From an optimization exercise on the open Yosys and OpenROAD flow, aimed at small area and a short achievable clock period; shortcuts taken in it are not production practice.
Where RTL was checked, it was by simulation tests only, not by an equivalence proof against the original.
No activity file was given, so power comes from the tool's default toggle rates.

==> flow/design.v (excerpt) <==
module exe_top (
   input  logic                          clk,
   input  logic                          reset_i,
   input  logic                          valid_i,
   input  exe_pkg::xlen_t                pc_i,
   input  exe_pkg::xlen_t                imm_i,
   input  exe_pkg::xlen_t                rs1_data_i,
   input  exe_pkg::xlen_t                rs2_data_i,
   input  exe_pkg::xlen_t                wrb_rd_data_i,
   input  logic                          fwd_wrb_rs1_i,
   input  logic                          fwd_wrb_rs2_i,
   input  exe_ops_pkg::alu_op_e          alu_op_i,
   input  exe_ops_pkg::br_op_e           br_op_i,
   input  exe_ops_pkg::opr1_sel_e        opr1_sel_i,
   input  exe_ops_pkg::opr2_sel_e        opr2_sel_i,
   input  exe_ops_pkg::cmp_opr2_sel_e    cmp_opr2_sel_i,
   input  logic                          jump_req_i,
   input  logic                          branch_req_i,
   input  exe_pkg::reg_addr_t            rd_addr_i,
   input  logic                          rd_wr_req_i,
   output logic                          valid_o,
   output exe_pkg::xlen_t                alu_result_o,
   output exe_pkg::xlen_t                store_data_o,
   output exe_pkg::reg_addr_t            rd_addr_o,
   output logic                          rd_wr_req_o,
   output logic                          redirect_o,
   output exe_pkg::xlen_t                pc_new_o
);
Size: ~72 flip-flops, roughly 290 I/O pins, ~11,000 sq um of cells after synthesis.
clock: 8.0 ns
lec_check: 0
cap_margin: 20
core_margin: 2
core_utilization: 40
slew_margin: 20
run.sh (not shown) runs the stock make flow with config.mk's settings and CLKGATE_MAP_FILE= SYNTH_SCRIPT=/design/flow/synth_recipe.tcl, a recipe that flattens the netlist after the stock synthesis.
The first run completed without violations.
Then changed:
==> flow/flow/run.sh (new file) <==
#!/bin/bash
# Standard layout, with the port buffers made from the smallest plain buffer
# instead of the delay buffer buffer_ports would pick on its own.
set -euo pipefail
export BUFFER_PORTS_ARGS="-buffer_cell sky130_fd_sc_hd__buf_1"
bash standard.sh finish > standard_flow.log 2>&1
==> flow/standard.sh (new file) <==
#!/bin/bash
# synth_recipe.tcl (not shown) runs the flow's synth.tcl, then flattens the netlist and writes it again
# the make line also repeats each setting of config.mk as NAME=value (left out here)
make -C /OpenROAD-flow-scripts/flow DESIGN_CONFIG=/design/flow/config.mk WORK_HOME=/design/flow/orfs CLKGATE_MAP_FILE= SYNTH_SCRIPT=/design/flow/synth_recipe.tcl "${@:-finish}"
- ABC_AREA: unset -> 1
removed: flow/run.sh
The new run ran to the end with no violations.
Sequential power falls slightly.
Core utilization falls by 6.7 points.
Wire length is higher by a little under a tenth.
Final area goes down by roughly a tenth.
Clock-buffer cell count grows by 1.
Maximum frequency is higher by about a fifth.
Final cell count goes up by a quarter to a third.
Total power came out lower by roughly a tenth.
Via count is higher by a quarter to a third.
Worst setup slack is better by 1.1 ns.
Global-route usage grows by 1.4 points.
No functional check of the RTL was part of any run of this note.


== rev 12 ==
Another version of the RTL of exe_top (not shown whole).
Size: ~72 flip-flops, about 290 I/O pins.
==> flow/config.mk <==
export PLATFORM = sky130hd
export DESIGN_NAME = exe_top
export DESIGN_NICKNAME = exe_top
export VERILOG_FILES = /design/flow/design.v
export SDC_FILE = /design/flow/constraint.sdc
export NUM_CORES = 4
export LEC_CHECK = 0
export ABC_AREA = 1
export CAP_MARGIN = 20
export CORE_MARGIN = 2
export CORE_UTILIZATION = 40
export SETUP_SLACK_MARGIN = 4
export SLEW_MARGIN = 20
==> flow/constraint.sdc <==
create_clock -name core_clock -period 8.0 [get_ports {clk}]
set_input_delay 1.6000 -clock core_clock [delete_from_list [all_inputs] [get_ports {clk}]]
set_output_delay 1.6000 -clock core_clock [all_outputs]
set_load 0.01 [all_outputs]
standard.sh (not shown) runs the stock make flow with config.mk's settings and CLKGATE_MAP_FILE= SYNTH_SCRIPT=/design/flow/synth_recipe.tcl, a recipe that flattens the netlist after the stock synthesis.
==> flow/flow/run.sh <==
#!/bin/bash
# Standard layout, with the port buffers made from the smallest plain buffer
# instead of the delay buffer buffer_ports would pick on its own.
set -euo pipefail
export BUFFER_PORTS_ARGS="-buffer_cell sky130_fd_sc_hd__buf_1"
bash standard.sh finish > standard_flow.log 2>&1
The final layout from rev 12, which completed every stage, passed the timing, DRC and antenna checks at the end of the flow.
Changes in rev 13 relative to rev 12:
-- flow/config.mk --
<<< rev 12, line 13
export SLEW_MARGIN = 20
>>> rev 13, line 13
export SLEW_MARGIN = 20
export TNS_END_PERCENT = 0
Notes after the runs:
From rev 12 to rev 13, post-synthesis average cell area did not move at all.
Comparing rev 12 and rev 13, the lower cell area power density is on rev 13.
Utilization for rev 13: 0.79 points down relative to rev 12
In the reports for rev 12 and rev 13, the larger relative contribution of sequential cells to total power belongs to rev 13.
On number of non-clock buffers, rev 12 and rev 13 are basically level.


exe_top, a different RTL version from the one above (not shown whole).
Size in the first run: ~1700 cells after synthesis, ~86 flip-flops, ~290 I/O pins, ~10000 um2 of cells after synthesis.
Settings: LEC_CHECK=0, ABC_AREA=1, CAP_MARGIN=20, CORE_MARGIN=2, CORE_UTILIZATION=40, SETUP_SLACK_MARGIN=4, SLEW_MARGIN=20, TNS_END_PERCENT=0; clock period 8.0 ns.
==> flow/flow/run.sh <==
#!/bin/bash
# Standard layout, with two changes: the port buffers are made from the
# smallest plain buffer instead of the delay buffer buffer_ports would pick on
# its own, and the buffers ABC inserted during synthesis are removed at
# floorplan (repair_design and repair_timing then buffer only where needed).
set -euo pipefail
export BUFFER_PORTS_ARGS="-buffer_cell sky130_fd_sc_hd__buf_1"
export REMOVE_ABC_BUFFERS=1
bash standard.sh finish > standard_flow.log 2>&1
Rerun with:
==> flow/flow/run.sh (replaced) <==
#!/bin/bash
# Standard layout, with the port buffers made from the smallest plain buffer
# instead of the delay buffer buffer_ports would pick on its own.
set -euo pipefail
export BUFFER_PORTS_ARGS="-buffer_cell sky130_fd_sc_hd__buf_1"
bash standard.sh finish > standard_flow.log 2>&1
Die area stays the same.
Maximum frequency grows slightly.
First-iteration DRC count grows by about a fifth.

[re-timing with driven ports]
Ports are ideal in the flow. The routed layouts listed here were re-timed in OpenROAD. Step 1 sets driving cells, clkbuf_16 on the clock port and buf_2 on the other inputs (assumed; they add their load-dependent delay and slew). Step 2 also shifts input and output timing later by t, the mid clock arrival at the registers, as if the neighbouring blocks saw the same clock. a / b / c = ideal ports / drivers / drivers and shift; a / b = the first two.
run	t, ns	slack for setup (ns)	hold slack, ns
the first run of note 1	0.403	1.649 / 1.679 / 1.276	1.679 / 1.648 / 2.052
the second run of note 1	0.417	2.731 / 2.764 / 2.347	1.324 / 1.295 / 1.712
rev 12	0.401	4.024 / 4.043 / 3.641	1.328 / 1.303 / 1.704
rev 13	0.410	3.942 / 3.974 / 3.564	1.323 / 1.292 / 1.702
the first run of note 3	0.416	3.978 / 3.960 / 3.543	1.311 / 1.284 / 1.700
the second run of note 3	0.406	4.015 / 4.011 / 3.604	1.328 / 1.302 / 1.708
After both steps setup and hold are still met in every run listed. The setup slack of the first run of note 3, which loses most, moves by -0.018 ns with the drivers and by -0.435 ns with both steps.
